What follows belongs to an exercise in optimizing a design on an open flow for small area, a short achievable clock period and few clock cycles per item; a production flow would make more cautious choices.
Only simulation tests tie the RTL to the original design; equivalence was not proved.
Power figures rest on the tool's default switching activity, not on a simulated workload. No driver is modelled on the clock port, so clocking that relies on it looks cheaper here than on a real chip.

==> flow/design.v (excerpt) <==
module softmax_normalizer (
    input  logic        aclk,
    input  logic        aresetn,
    input  logic        s_tvalid,
    output logic        s_tready,
    input  logic [15:0] s_tdata,    
    input  logic        s_tlast,    
    output logic        m_tvalid,
    input  logic        m_tready,
    output logic [15:0] m_tdata,    
    output logic        m_tlast,    
    output logic        m_tuser     
);
    localparam int D1 = 4;    
    localparam int P1 = $clog2(D1);
    localparam int D2 = 3;    
    localparam int P2 = $clog2(D2 + 1);
    localparam logic [15:0] DIV_MASK = 16'hFFFE;   
    logic        rdy_q;
    logic [6:0]  cin_q;         
    logic [15:0] x_q;
    logic        st_q, dr_q, cl_q;
    logic [6:0]  occa_q;        
    logic [P1:0] q1res_q;       
    logic        acc;
    logic        st_in;
    logic        rd_a;          
    logic        pop1;          
    assign acc   = s_tvalid && rdy_q;
    assign st_in = acc && !cin_q[6];
    logic [6:0]  occa_b, occa_n;
    logic [P1:0] q1res_b, q1res_n;
    logic [6:0]  cin_n;
    logic        occa_ok0, occa_ok1, q1_ok0, q1_ok1, cin_sat1, rdy_n;
    assign occa_b   = occa_q - 7'(rd_a);
    assign q1res_b  = q1res_q - (P1+1)'(pop1);
    assign occa_n   = occa_b + 7'(st_in);
  ...
For scale: ~8700 cells after synthesis, about 3100 flip-flops, about 41 I/O pins.
Settings: LEC_CHECK=0, CAP_MARGIN=20, CORE_MARGIN=2, CORE_UTILIZATION=40, SLEW_MARGIN=20; clock period 11.0 ns.
standard.sh (not shown) runs the stock make flow with config.mk's settings and CLKGATE_MAP_FILE= SYNTH_SCRIPT=/design/flow/synth_recipe.tcl, a recipe that flattens the netlist after the stock synthesis.
==> flow/flow/run.sh <==
#!/bin/bash
# Layout flow: the standard flow (standard.sh), with the standard synthesis run
# unchanged, and the timing repair of the later steps aiming below the clock period
# (a setup margin of REPAIR_MARGIN ns). Each step's output goes to a log of its own.
set -euo pipefail
REPAIR_MARGIN=6.5
bash standard.sh synth > synth.log 2>&1
bash standard.sh SETUP_SLACK_MARGIN=$REPAIR_MARGIN finish > layout.log 2>&1
The baseline produced a clean layout.
Testbench counts at the start, summed over its fixed seeds: cycles 12,425, items 10,857.
Rerun with:
==> flow/flow/run.sh (replaced) <==
#!/bin/bash
# Layout flow: the standard flow (standard.sh), with the standard synthesis run
# unchanged. Two changes to how the layout is made: the port buffers that placement
# inserts on every input and output are buf_4 cells, and the timing repair of the later
# steps aims below the clock period (a setup margin of REPAIR_MARGIN ns).
# Each step's output goes to a log of its own.
set -euo pipefail
REPAIR_MARGIN=7.2
bash standard.sh synth > synth.log 2>&1
bash standard.sh SETUP_SLACK_MARGIN=$REPAIR_MARGIN "BUFFER_PORTS_ARGS=-buffer_cell sky130_fd_sc_hd__buf_4" finish > layout.log 2>&1
Wire length goes down by 0.46%.
Critical path depth goes up by 4.
Hold slack improves by 0.038 ns.
Utilization hardly moves.
Final cell count is unchanged.
Fmax goes up by 15%.
Die area stays the same.
Setup slack improves by 0.57 ns.
Clock skew goes down by 0.022 ns.
Register-to-register slack improves by 0.24 ns.
First-iteration DRC count goes up by 2.0%.
Rerun with:
==> flow/run.sh (new file) <==
#!/bin/bash
# synth_recipe.tcl (not shown) runs the flow's synth.tcl, then flattens the netlist and writes it again
# the make line also repeats each setting of config.mk as NAME=value (left out here)
make -C /OpenROAD-flow-scripts/flow DESIGN_CONFIG=/design/flow/config.mk WORK_HOME=/design/flow/orfs CLKGATE_MAP_FILE= SYNTH_SCRIPT=/design/flow/synth_recipe.tcl finish
Settings changed: SETUP_SLACK_MARGIN set to 5.
removed: flow/flow/run.sh
removed: flow/standard.sh
What happened: The new run completed without violations. Wire length is higher by 0.46%. Cell area barely changes. Via count is higher by about 0.8%. Setup slack degrades by 0.57 ns. Power hardly moves. Synthesized area stays the same. Critical path depth is lower by 4. Synthesized cell count stays the same. Non-clock buffer count is lower by 11. Die area does not change. Global-route usage hardly moves.


softmax_normalizer, a different RTL version from the one above (not shown whole).
For scale: about 8,300 cells after synthesis, ~41 I/O pins.
clock: 11.0 ns
lec_check: 0
cap_margin: 20
core_margin: 2
core_utilization: 40
slew_margin: 20
==> flow/flow/run.sh <==
#!/bin/bash
# Layout flow: the standard flow (standard.sh), with the standard synthesis run
# unchanged. Changes to how the layout is made: the port buffers that placement
# inserts on every input and output are buf_4 cells; clock tree synthesis uses larger
# sink clusters and no dummy balancing loads; and the timing repair of the later steps
# aims below the clock period (a setup margin of REPAIR_MARGIN ns).
# Each step's output goes to a log of its own.
set -euo pipefail
REPAIR_MARGIN=7.6
bash standard.sh synth > synth.log 2>&1
bash standard.sh SETUP_SLACK_MARGIN=$REPAIR_MARGIN \
    "BUFFER_PORTS_ARGS=-buffer_cell sky130_fd_sc_hd__buf_4" \
    "CTS_ARGS=-sink_clustering_enable -repair_clock_nets -dont_use_dummy_load -sink_clustering_size 30 -sink_clustering_max_diameter 150" \
    finish > layout.log 2>&1
The baseline finished with timing, DRC and antenna clean.
Testbench counts at the start, summed over its fixed seeds: cycles 12,162, items 10,857.
Change:
==> flow/flow/run.sh (replaced) <==
#!/bin/bash
# Layout flow: the standard flow (standard.sh), with the standard synthesis run
# unchanged. Two changes to how the layout is made: the port buffers that placement
# inserts on every input and output are buf_4 cells, and the timing repair of the later
# steps aims below the clock period (a setup margin of REPAIR_MARGIN ns).
# Each step's output goes to a log of its own.
set -euo pipefail
REPAIR_MARGIN=7.2
bash standard.sh synth > synth.log 2>&1
bash standard.sh SETUP_SLACK_MARGIN=$REPAIR_MARGIN "BUFFER_PORTS_ARGS=-buffer_cell sky130_fd_sc_hd__buf_4" finish > layout.log 2>&1
CTS_BUF_LIST = sky130_fd_sc_hd__clkbuf_4 sky130_fd_sc_hd__clkbuf_8   (was default)
What happened:
- power increases by roughly a tenth
- synthesized area stays the same
- clock skew decreases by 11 ps
- utilization increases by 1.7 points
Change:
CORE_UTILIZATION = 60   (was 40)
CTS_BUF_LIST = default   (was sky130_fd_sc_hd__clkbuf_4 sky130_fd_sc_hd__clkbuf_8)
PLACE_DENSITY = 0.7   (was default)
Outcome:
- The new run ran to the end with no violations
- routed wire length stays flat
- via count stays flat
- first-iteration DRC count rose by about a fifth
- setup slack improves by 120 ps
Change:
CORE_UTILIZATION = 40   (was 60)
PLACE_DENSITY = default   (was 0.7)
After rerunning:
- The new run passed the timing, design-rule and antenna checks
- power went up by about 1.6%
- first-iteration DRC count went down by about 20%
- via count went down by about 1.5%
- utilization went down by 22 points
- sequential cell count does not change
- cell area went up by about 1.7%
- hold slack barely changes
- sequential share of layout area went down by 1.0 points
Change:
==> flow/flow/run.sh (replaced) <==
#!/bin/bash
# Layout flow: the standard flow (standard.sh), with the standard synthesis run
# unchanged. Changes to how the layout is made: the port buffers that placement
# inserts on every input and output are buf_4 cells; clock tree synthesis uses larger
# sink clusters and no dummy balancing loads; and the timing repair of the later steps
# aims below the clock period (a setup margin of REPAIR_MARGIN ns).
# Each step's output goes to a log of its own.
set -euo pipefail
REPAIR_MARGIN=7.6
bash standard.sh synth > synth.log 2>&1
bash standard.sh SETUP_SLACK_MARGIN=$REPAIR_MARGIN \
    "BUFFER_PORTS_ARGS=-buffer_cell sky130_fd_sc_hd__buf_4" \
    "CTS_ARGS=-sink_clustering_enable -repair_clock_nets -dont_use_dummy_load -sink_clustering_size 30 -sink_clustering_max_diameter 100" \
    finish > layout.log 2>&1
Outcome: The changed run produced a clean layout. Setup slack is better by 57 ps. Sequential power stays flat. Clock skew grows by 38 ps. Utilization came out lower by 1.7 points. Clock power fell by about 50%. Global-route usage came out higher by 0.11 points. Hold slack loses 3.3 ps.
Change:
==> flow/flow/run.sh (replaced) <==
#!/bin/bash
# Layout flow: the standard flow (standard.sh), with the standard synthesis run
# unchanged. Two changes to how the layout is made: the port buffers that placement
# inserts on every input and output are buf_4 cells, and the timing repair of the later
# steps aims below the clock period (a setup margin of REPAIR_MARGIN ns).
# Each step's output goes to a log of its own.
set -euo pipefail
REPAIR_MARGIN=7.6
bash standard.sh synth > synth.log 2>&1
bash standard.sh SETUP_SLACK_MARGIN=$REPAIR_MARGIN "BUFFER_PORTS_ARGS=-buffer_cell sky130_fd_sc_hd__buf_4" finish > layout.log 2>&1
Result: The changed run finished with timing, DRC and antenna clean. Die area stays the same. Clock skew fell by 42 ps. Routed wire length climbs by a few percent. Power goes up by about a fifth. Worst setup slack gets worse by 24 ps. Design area goes up by a few percent. Core utilization rises by 2.2 points. Flip-flop and latch count is unchanged.

[static timing again, ports no longer ideal]
How much do the figures lean on ideal ports? The routed layouts below were timed once more, with nothing changed but the port constraints.
Step 1 assumes that a clkbuf_16 drives the clock port and a buf_2 every other input.
Step 2, shift: input delay + t, output delay - t, t = (earliest + latest rising clock arrival at the registers) / 2. This alone moves slack from input paths to output paths.
Slacks: no drivers / after step 1 / after step 2; pairs: no drivers / after step 1.
| run | shift t [ns] | setup WS [ns] | worst hold slack (ns) |
|---|---|---|---|
| the first run of note 1 | 1.008 | 6.732 / 6.637 / 6.588 | 0.275 / 0.275 / 0.275 |
| the second run of note 1 | 0.981 | 7.299 / 7.264 / 6.797 | 0.314 / 0.314 / 0.314 |
| the third run of note 1 | 1.008 | 6.732 / 6.637 / 6.588 | 0.275 / 0.275 / 0.275 |
| the first run of note 2 | 0.973 | 7.330 / 7.236 / 6.888 | 0.324 / 0.324 / 0.324 |
| the second run of note 2 | 1.206 | 7.169 / 7.077 / 6.940 | 0.310 / 0.310 / 0.310 |
| the third run of note 2 | 1.012 | 7.289 / 7.219 / 6.755 | 0.313 / 0.313 / 0.313 |
| the fourth run of note 2 | 0.986 | 7.338 / 7.245 / 6.944 | 0.313 / 0.313 / 0.313 |
| the fifth run of note 2 | 0.933 | 7.395 / 7.297 / 6.952 | 0.310 / 0.310 / 0.310 |
| the sixth run of note 2 | 1.002 | 7.371 / 7.278 / 6.857 | 0.304 / 0.304 / 0.304 |
After both steps setup and hold are still met in every run listed. The setup slack of the third run of note 2, which loses most, moves by -0.070 ns with the drivers and by -0.534 ns with both steps.
